Background: an optimization exercise with open tools, aiming at small area, a short achievable clock period and few clock cycles per item. Do not read the settings as production practice. Function was checked by simulation only, so behaviour that the tests miss may differ from the original.

File: design/flow/design.v
package lenet_pkg;
    localparam int IMG_DIM  = 8;
    localparam int KER_DIM  = 3;
    localparam int CONV_DIM = IMG_DIM - KER_DIM + 1;
    localparam int POOL_DIM = CONV_DIM / 2;
    localparam int TAP_NUM  = KER_DIM * KER_DIM;   
    localparam int IMG_AW  = $clog2(IMG_DIM);
    localparam int CONV_AW = $clog2(CONV_DIM);
    localparam int POOL_AW = $clog2(POOL_DIM);
    localparam int PIX_W     = 16;
    localparam int FRAC_BITS = 8;    
    localparam int ACC_W     = 36;   
    typedef logic signed [PIX_W-1:0] pixel_t;
    typedef struct packed {
        pixel_t [IMG_DIM-1:0] pix;
    } img_row_t;
    typedef struct packed {
        pixel_t [CONV_DIM-1:0] pix;
    } conv_row_t;
    typedef struct packed {
        pixel_t [POOL_DIM-1:0] pix;
    } pool_row_t;
    typedef struct packed {
        logic [$clog2(TAP_NUM+1)-1:0] tap;
        pixel_t                       value;
    } ker_wr_t;
    typedef enum logic [1:0] {S_IDLE, S_CONV, S_POOL, S_DONE} layer_state_t;
endpackage
`timescale 1ns/10ps
module fm_ram #(
    parameter int  DEPTH = 8,
    parameter int  WIDTH = 1
) (
    input  logic                     clk,
    input  logic                     wr_en,
    input  logic [$clog2(DEPTH)-1:0] wr_idx,
    input  logic [WIDTH-1:0]         wr_row,
    input  logic [$clog2(DEPTH)-1:0] rd_idx,
    output logic [WIDTH-1:0]         rd_row
);
    logic [WIDTH-1:0] mem [DEPTH];
    always_ff @(posedge clk)
    begin
        if (wr_en)
            mem[wr_idx] <= wr_row;
    end
    always_ff @(posedge clk)
    begin
        rd_row <= mem[rd_idx];   
    end
endmodule
`timescale 1ns/10ps
module layer_sequencer (
    input  logic clk,
    input  logic rst,
    input  logic start,
    input  logic conv_finish,
    input  logic pool_finish,
    output logic conv_en,
    output logic pool_en,
    output logic busy,
    output logic done
);
    lenet_pkg::layer_state_t state;
    lenet_pkg::layer_state_t state_nxt;
    always_comb
    begin
        state_nxt = state;
        case (state)
            lenet_pkg::S_IDLE: if (start) state_nxt = lenet_pkg::S_CONV;   
            lenet_pkg::S_CONV: if (conv_finish) state_nxt = lenet_pkg::S_POOL;
            lenet_pkg::S_POOL: if (pool_finish) state_nxt = lenet_pkg::S_DONE;
            lenet_pkg::S_DONE: state_nxt = lenet_pkg::S_IDLE;
            default: state_nxt = lenet_pkg::S_IDLE;
        endcase
    end
    always_ff @(posedge clk)
    begin
        if (rst)
            state <= lenet_pkg::S_IDLE;
        else
            state <= state_nxt;
    end
    assign conv_en = (state == lenet_pkg::S_CONV);
    assign pool_en = (state == lenet_pkg::S_POOL);
    assign done = (state == lenet_pkg::S_DONE);
    assign busy = (state != lenet_pkg::S_IDLE);
endmodule
`timescale 1ns/10ps
module conv_engine (
    input  logic               clk,
    input  logic               rst,
    input  logic               conv_en,
    input  logic               ker_wr_en,
    input  lenet_pkg::ker_wr_t            ker_wr,
    output logic [lenet_pkg::IMG_AW-1:0]  img_rd_idx,
    input  lenet_pkg::img_row_t           img_rd_row,
    output logic               conv_wr_en,
    output logic [lenet_pkg::CONV_AW-1:0] conv_wr_idx,
    output lenet_pkg::conv_row_t          conv_wr_row,
    output logic               conv_finish
);
    typedef enum logic [2:0] {C_IDLE, C_FETCH, C_MAC, C_WRITE, C_HOLD} conv_state_t;
    conv_state_t        state;
    logic [3:0]         cnt;       
    logic [lenet_pkg::CONV_AW-1:0] row_cnt;
    logic [1:0]         tap_row;
    logic [1:0]         tap_col;
    lenet_pkg::pixel_t             ker [lenet_pkg::TAP_NUM];
    lenet_pkg::pixel_t             bias;
    logic [lenet_pkg::IMG_DIM*lenet_pkg::PIX_W-1:0] win [lenet_pkg::KER_DIM];   
    lenet_pkg::img_row_t           win_row;                    
    always_ff @(posedge clk)
    begin
        if (ker_wr_en)
        begin
            if (ker_wr.tap == lenet_pkg::TAP_NUM)
                bias <= ker_wr.value;
            else if (ker_wr.tap < lenet_pkg::TAP_NUM)
                ker[ker_wr.tap] <= ker_wr.value;
        end
    end
    always_ff @(posedge clk)
    begin
        if (rst)
        begin
            state   <= C_IDLE;
            cnt     <= '0;
            row_cnt <= '0;
        end
        else
        begin
            case (state)
                C_IDLE:
                begin
                    cnt     <= '0;
                    row_cnt <= '0;
                    if (conv_en)
                        state <= C_FETCH;
                end
                C_FETCH:
                begin
                    if (cnt == 4'(lenet_pkg::KER_DIM))   
                    begin
                        cnt   <= '0;
                        state <= C_MAC;
                    end
                    else
                        cnt <= cnt + 1'b1;
                end
                C_MAC:
                begin
                    if (cnt == 4'(lenet_pkg::TAP_NUM - 1))
                    begin
                        cnt   <= '0;
                        state <= C_WRITE;
                    end
                    else
                        cnt <= cnt + 1'b1;
                end
                C_WRITE:
                begin
                    if (row_cnt == lenet_pkg::CONV_AW'(lenet_pkg::CONV_DIM - 1))
                        state <= C_HOLD;
                    else
                    begin
                        row_cnt <= row_cnt + 1'b1;
                        state   <= C_FETCH;
                    end
                end
                C_HOLD: if (!conv_en) state <= C_IDLE;   
                default: state <= C_IDLE;
            endcase
        end
    end
    always_ff @(posedge clk)
    begin
        if (state == C_FETCH && cnt != 4'd0)
            win[2'(cnt - 1'b1)] <= img_rd_row;
    end
    assign img_rd_idx  = lenet_pkg::IMG_AW'(row_cnt + cnt);
    assign tap_row     = 2'(cnt / lenet_pkg::KER_DIM);
    assign tap_col     = 2'(cnt % lenet_pkg::KER_DIM);
    assign conv_wr_en  = (state == C_WRITE);
    assign conv_wr_idx = row_cnt;
    assign conv_finish = conv_wr_en && (row_cnt == lenet_pkg::CONV_AW'(lenet_pkg::CONV_DIM - 1));
    assign win_row = win[tap_row];
    for (genvar l = 0; l < lenet_pkg::CONV_DIM; l++)
    begin : g_lane
        lenet_pkg::pixel_t                    tap_pix;
        lenet_pkg::pixel_t                    sat;
        logic signed [2*lenet_pkg::PIX_W-1:0] prod;
        logic signed [lenet_pkg::ACC_W-1:0]   acc;
        logic signed [lenet_pkg::ACC_W-1:0]   scaled;
        assign tap_pix = win_row.pix[l + tap_col];
        assign prod    = tap_pix * ker[cnt];
        assign scaled  = acc >>> lenet_pkg::FRAC_BITS;   
        always_ff @(posedge clk)
        begin
            if (state == C_FETCH)   
                acc <= {{(lenet_pkg::ACC_W-lenet_pkg::PIX_W-lenet_pkg::FRAC_BITS){bias[lenet_pkg::PIX_W-1]}}, bias, {lenet_pkg::FRAC_BITS{1'b0}}};
            else if (state == C_MAC)
                acc <= acc + lenet_pkg::ACC_W'(prod);
        end
        always_comb
        begin
            if (scaled > 32767)
                sat = 16'sh7fff;
            else if (scaled < -32768)
                sat = 16'sh8000;
            else
                sat = lenet_pkg::pixel_t'(scaled);
        end
        assign conv_wr_row.pix[l] = sat;
    end
endmodule
`timescale 1ns/10ps
module pool_engine (
    input  logic               clk,
    input  logic               rst,
    input  logic               pool_en,
    output logic [lenet_pkg::CONV_AW-1:0] conv_rd_idx,
    input  lenet_pkg::conv_row_t          conv_rd_row,
    output logic               pool_wr_en,
    output logic [lenet_pkg::POOL_AW-1:0] pool_wr_idx,
    output lenet_pkg::pool_row_t          pool_wr_row,
    output logic               pool_finish
);
    typedef enum logic [1:0] {P_IDLE, P_READ, P_WRITE, P_HOLD} pool_state_t;
    pool_state_t        state;
    logic [1:0]         cnt;
    logic [lenet_pkg::POOL_AW-1:0] row_cnt;
    lenet_pkg::conv_row_t          top_row;
    lenet_pkg::conv_row_t          bot_row;
    function automatic lenet_pkg::pixel_t max2(input lenet_pkg::pixel_t a, input lenet_pkg::pixel_t b);
        max2 = (a > b) ? a : b;   
    endfunction
    always_ff @(posedge clk)
    begin
        if (rst)
        begin
            state   <= P_IDLE;
            cnt     <= '0;
            row_cnt <= '0;
        end
        else
        begin
            case (state)
                P_IDLE:
                begin
                    cnt     <= '0;
                    row_cnt <= '0;
                    if (pool_en)
                        state <= P_READ;
                end
                P_READ:
                begin
                    if (cnt == 2'd2)
                    begin
                        cnt   <= '0;
                        state <= P_WRITE;
                    end
                    else
                        cnt <= cnt + 1'b1;
                end
                P_WRITE:
                begin
                    if (row_cnt == lenet_pkg::POOL_AW'(lenet_pkg::POOL_DIM - 1))
                        state <= P_HOLD;
                    else
                    begin
                        row_cnt <= row_cnt + 1'b1;
                        state   <= P_READ;
                    end
                end
                P_HOLD: if (!pool_en) state <= P_IDLE;
                default: state <= P_IDLE;
            endcase
        end
    end
    always_ff @(posedge clk)
    begin
        if (state == P_READ && cnt == 2'd1)
            top_row <= conv_rd_row;
        if (state == P_READ && cnt == 2'd2)
            bot_row <= conv_rd_row;
    end
    assign conv_rd_idx = lenet_pkg::CONV_AW'(2 * row_cnt + cnt);
    assign pool_wr_en  = (state == P_WRITE);
    assign pool_wr_idx = row_cnt;
    assign pool_finish = pool_wr_en && (row_cnt == lenet_pkg::POOL_AW'(lenet_pkg::POOL_DIM - 1));
    for (genvar c = 0; c < lenet_pkg::POOL_DIM; c++)
    begin : g_max
        assign pool_wr_row.pix[c] = max2(max2(top_row.pix[2*c], top_row.pix[2*c+1]),
                                         max2(bot_row.pix[2*c], bot_row.pix[2*c+1]));
    end
endmodule
`timescale 1ns/10ps
module lenet_top (
    input  logic               clk,
    input  logic               rst,
    input  logic               start,
    input  logic               load_en,
    input  logic [lenet_pkg::IMG_AW-1:0]  load_row_idx,
    input  lenet_pkg::img_row_t           load_row,
    input  logic               ker_wr_en,
    input  lenet_pkg::ker_wr_t            ker_wr,
    input  logic [lenet_pkg::POOL_AW-1:0] rd_row_idx,
    output lenet_pkg::pool_row_t          rd_row,
    output logic               busy,
    output logic               done
);
    logic               conv_en;
    logic               pool_en;
    logic               conv_finish;
    logic               pool_finish;
    logic [lenet_pkg::IMG_AW-1:0]  img_rd_idx;
    lenet_pkg::img_row_t           img_rd_row;
    logic               conv_wr_en;
    logic [lenet_pkg::CONV_AW-1:0] conv_wr_idx;
    lenet_pkg::conv_row_t          conv_wr_row;
    logic [lenet_pkg::CONV_AW-1:0] conv_rd_idx;
    lenet_pkg::conv_row_t          conv_rd_row;
    logic               pool_wr_en;
    logic [lenet_pkg::POOL_AW-1:0] pool_wr_idx;
    lenet_pkg::pool_row_t          pool_wr_row;
    layer_sequencer u_layer_sequencer (
        .clk         (clk),
        .rst         (rst),
        .start       (start),
        .conv_finish (conv_finish),
        .pool_finish (pool_finish),
        .conv_en     (conv_en),
        .pool_en     (pool_en),
        .busy        (busy),
        .done        (done)
    );
    fm_ram #(.DEPTH(lenet_pkg::IMG_DIM), .WIDTH(lenet_pkg::IMG_DIM * lenet_pkg::PIX_W)) img_ram (
        .clk    (clk),
        .wr_en  (load_en),
        .wr_idx (load_row_idx),
        .wr_row (load_row),
        .rd_idx (img_rd_idx),
        .rd_row (img_rd_row)
    );
    fm_ram #(.DEPTH(lenet_pkg::CONV_DIM), .WIDTH(lenet_pkg::CONV_DIM * lenet_pkg::PIX_W)) conv_ram (
        .clk    (clk),
        .wr_en  (conv_wr_en),
        .wr_idx (conv_wr_idx),
        .wr_row (conv_wr_row),
        .rd_idx (conv_rd_idx),
        .rd_row (conv_rd_row)
    );
    fm_ram #(.DEPTH(lenet_pkg::POOL_DIM), .WIDTH(lenet_pkg::POOL_DIM * lenet_pkg::PIX_W)) pool_ram (
        .clk    (clk),
        .wr_en  (pool_wr_en),
        .wr_idx (pool_wr_idx),
        .wr_row (pool_wr_row),
        .rd_idx (rd_row_idx),   
        .rd_row (rd_row)
    );
    conv_engine u_conv_engine (
        .clk         (clk),
        .rst         (rst),
        .conv_en     (conv_en),
        .ker_wr_en   (ker_wr_en),
        .ker_wr      (ker_wr),
        .img_rd_idx  (img_rd_idx),
        .img_rd_row  (img_rd_row),
        .conv_wr_en  (conv_wr_en),
        .conv_wr_idx (conv_wr_idx),
        .conv_wr_row (conv_wr_row),
        .conv_finish (conv_finish)
    );
    pool_engine u_pool_engine (
        .clk         (clk),
        .rst         (rst),
        .pool_en     (pool_en),
        .conv_rd_idx (conv_rd_idx),
        .conv_rd_row (conv_rd_row),
        .pool_wr_en  (pool_wr_en),
        .pool_wr_idx (pool_wr_idx),
        .pool_wr_row (pool_wr_row),
        .pool_finish (pool_finish)
    );
endmodule
File: design/flow/run.sh
#!/bin/bash
# synth_recipe.tcl (not shown) runs the flow's synth.tcl, then flattens the netlist and writes it again
# the make line also repeats each setting of config.mk as NAME=value (left out here)
make -C /OpenROAD-flow-scripts/flow DESIGN_CONFIG=/design/flow/config.mk WORK_HOME=/design/flow/orfs CLKGATE_MAP_FILE= SYNTH_SCRIPT=/design/flow/synth_recipe.tcl finish
File: design/flow/config.mk
export PLATFORM = sky130hd
export DESIGN_NAME = lenet_top
export DESIGN_NICKNAME = lenet_top
export VERILOG_FILES = /design/flow/design.v
export SDC_FILE = /design/flow/constraint.sdc
export NUM_CORES = 4
export LEC_CHECK = 0
export CAP_MARGIN = 20
export CORE_MARGIN = 2
export CORE_UTILIZATION = 40
export SLEW_MARGIN = 20
File: design/flow/constraint.sdc
create_clock -name core_clock -period 11.0 [get_ports {clk}]
set_input_delay 2.2000 -clock core_clock [delete_from_list [all_inputs] [get_ports {clk}]]
set_output_delay 2.2000 -clock core_clock [all_outputs]
set_load 0.01 [all_outputs]
==> impl_metrics.toml <==
[clock_tree]
htree_levels = 5
clockBufferDepth = 4
cts.clk_slew.worst_paths_ns = 0.06
clk_latency_ns = 0.98
root_buffer = "clkbuf_16"
numCtsBuffers = 322
cts_sinks = 2990
cts_tree = "built"

[critical_path]
crit_path_start = "u_conv_engine.cnt[3]"
worstPathRequired_ns = 11.66
critPathMostFrequentCell = "fa_1"
critPathMaxStageDelay_ns = 0.57
crit_slowest_cell = "fa_1"
crit_arrival_ns = 11.32
cp-start-kind = "register"
worstSetupPathType = "reg2reg"
critPathMaxFanout = 53
crit_family = "adder cells"
end_kind = "register"
critPathBufInv = 8
reg2reg_from = "u_conv_engine.cnt[3]"

[global_route]
grt_pass1_vias = 111000
grt_first_pass_wirelength_mm = 727
antenna_found_initial = 60
grt_use_total_pct = 21.0
grt_overflow = 0
grt_max_degree = 173

[cells_and_area]
multi_input_area_mm2 = 0.0858
nNetsFinal = 17300
regArea_mm2 = 0.0864
drive_above_1_share_pct = 11.2
syn_to_final_growth_pct = 12.5
finalNonFillerCells = 20700
nFillCells = 40800

[floorplanning]
die-area_mm2 = 0.462
die_w_um = 680
io_pins = 208
rows = 248
fp.coreArea_mm2 = 0.456
fp.dieH_um = 680
start_util_pct = 40.1

[hold_path]
min_path_type = "reg2reg"
hp-start = "conv_ram.rd_row[49]"

[timing]
final_max_slew_viol_count = 0
post-route-worst-setup-slack_ns = 0.347
slew_headroom_pct = 21.4
setup_viol = 0
max_freq_ghz = 0.0939
setup_tns_ns = 0
period_share_pct = 96.8
fin_skew_ns = 0.0894
finalHoldViolCount = 0
tightest_slew_ns = 1.18
period_minus_slack_ns = 10.65

[route]
viasPerCell = 5.16
antenna_left = 0
vias = 107000
drc = 0
drt_iter0_drc = 9107
first_pass_iters = 8
wirelength_mm = 486
wl_per_cell_um = 23.4

[synth]
ys_seq_area_share_pct = 47.2
synthTopCellsByCount = "2,648 x edfxtp_1, 2,500 x inv_1, 1,885 x fa_1, 1,126 x nand2_1, 1,053 x nor2_1"
synth_cells = 14000
async_flop_share_pct = 0
syn-cell-area_mm2 = 0.183
synthTopCellsByArea = "edfxtp_1 43%, fa_1 21%, ha_1 5.5%"
synth_cell_types = 84
yosysWarningCount = 6
synth-seq-cells = 2990
yosys.cell_count.top_type = "edfxtp_1"
syn-num-nets = 16800
synth_top_area_share_pct = 43.5
synth_edf_count = 2648
syn_avg_cell_area_um2 = 13.1
ys.flop_type = "edfxtp_1"
netlist.top_cell.by_area = "edfxtp_1"

[placed_design]
gp_congestion = 0.946
place_hpwl_mm = 356
place_ws_ns = 0.0446
port_buffers = 207
dpl.cell_count = 20100

[job]
cap_violations = 0

[status]
outcome = "no timing/DRC/antenna violations"
[worst reg2reg max path: cells and delay by family (launching register included)]
family                   cells  cell delay [ns]
AND/OR/NAND/NOR              5             0.70
adder cells (fa/ha/maj)      9             3.95
flip-flops                   1             0.42
XOR/XNOR                     1             0.16
multiplexers                 3             0.96
buffers and inverters        8             1.27
AO/OA/AOI/OAI               10             2.87
[layout make-up]
class                           count  area share [%]
Clock inverter                    167           0.887
Sequential cell                  2990            42.0
Antenna cell                       27          0.0329
Tap cell                         6000            3.65
Timing Repair Buffer              658            2.86
Inverter                         2500            4.57
Multi-Input combinational cell   7974            41.7
Clock buffer                      427            4.27
[kinds of logic after synthesis]
logic type	count (synthesis)	share of synthesized area, %
mux	1101	8.82
compound gates	1300	4.36
fa+ha+maj	2695	26.2
xor+xnor	221	1.06
buf+inv	3026	6.26
simple gates	2657	6.08
flops	2990	47.2
[per-layer routing]
layer	global-route usage [%]	share of wire [%]	vias to the layer above
li1	-	-	47700
met1	28.8	43	55100
met2	33.8	46	3504
met3	4.02	7.3	832
met4	6.49	3.5	48
met5	0	0.066	-
[stage by stage]
step                      instance area, um^2  util, %  hold WS [ns]
after global placement                 195000     42.7         0.407
final                                  206000     45.1         0.410
after global routing                   206000     45.1         0.416
after floorplan                        183000        -         0.404
after detailed placement               195000     42.7         0.413
after CTS                              205000     45.0         0.401
[registers in the layout, indices dropped and copies added (netlist names), 4 cells and up, named ones only]
register / flops
pool_ram.mem: 144
conv_ram.mem: 576
img_ram.mem: 1024
u_conv_engine.win: 384
u_conv_engine.bias: 16
pool_ram.rd_row: 48
img_ram.rd_row: 128
u_conv_engine.g_lane.acc: 216
u_conv_engine.cnt: 4
u_pool_engine.bot_row: 96
u_conv_engine.ker: 144
u_pool_engine.top_row: 96
conv_ram.rd_row: 96
[cell usage in the layout, fill, tap and decap left out, drive strengths merged, types with 428 or more instances in the layout]
cell / netlist / routed
buf: 135 / 452
inv: 2500 / 2521
ha: 810 / 810
edfxtp: 2648 / 2648
fa: 1885 / 1885
clkbuf: 391 / 428
o21ai: 530 / 530
nor2: 1053 / 1053
mux2i: 569 / 569
nand2: 1127 / 1127
[what timing repair did]
action | in CTS | in global routing
endpoints found under the setup margin | 4 | 67
endpoints found under the hold margin | 0 | 0
hold buffers | 0 | 0
gates cloned | 0 | 1
pin swaps | 0 | 1
gates resized for setup | 2 | 77
buffers inserted | 0 | 5
[worst paths after layout]
kind / end / slack [ns] / depth (start not counted)
setup / recovery: u_conv_engine.g_lane[4].acc[35] / 0.35 / 36
hold / removal: u_pool_engine.bot_row[49] / 0.41 / 0
setup reg to reg: u_conv_engine.g_lane[4].acc[35] / 0.35 / 36
hold reg to reg: u_pool_engine.bot_row[49] / 0.41 / 0
Testbench counts, summed over its fixed seeds: cycles 10,424, images 96.

## static timing again, ports no longer ideal
Ports are ideal in the flow. The routed layout listed here was re-timed in OpenROAD.
Step 1 sets driving cells, clkbuf_16 on the clock port and buf_2 on the other inputs (assumed; they add their load-dependent delay and slew).
Step 2 adds t to the input delays and takes it off the output delays; t is the mean of the earliest and latest rising clock arrival at the registers after step 1. Input paths then give back, and output paths get back, about the clock's delay inside the block.
Slacks: ideal / step 1 / step 2; pairs: ideal / step 1.
t, ns: 1.056
slack for setup (ns): 0.347 / 0.347 / 0.347
worst hold slack (ns): 0.410 / 0.410 / 0.410
worst data-port slew with drivers (ns): 0.21
cell pins on the clock port's net: 1
After both steps setup and hold are still met in this run. For this run, drivers alone change the setup slack by 0.000 ns; drivers and shift together by 0.000 ns.
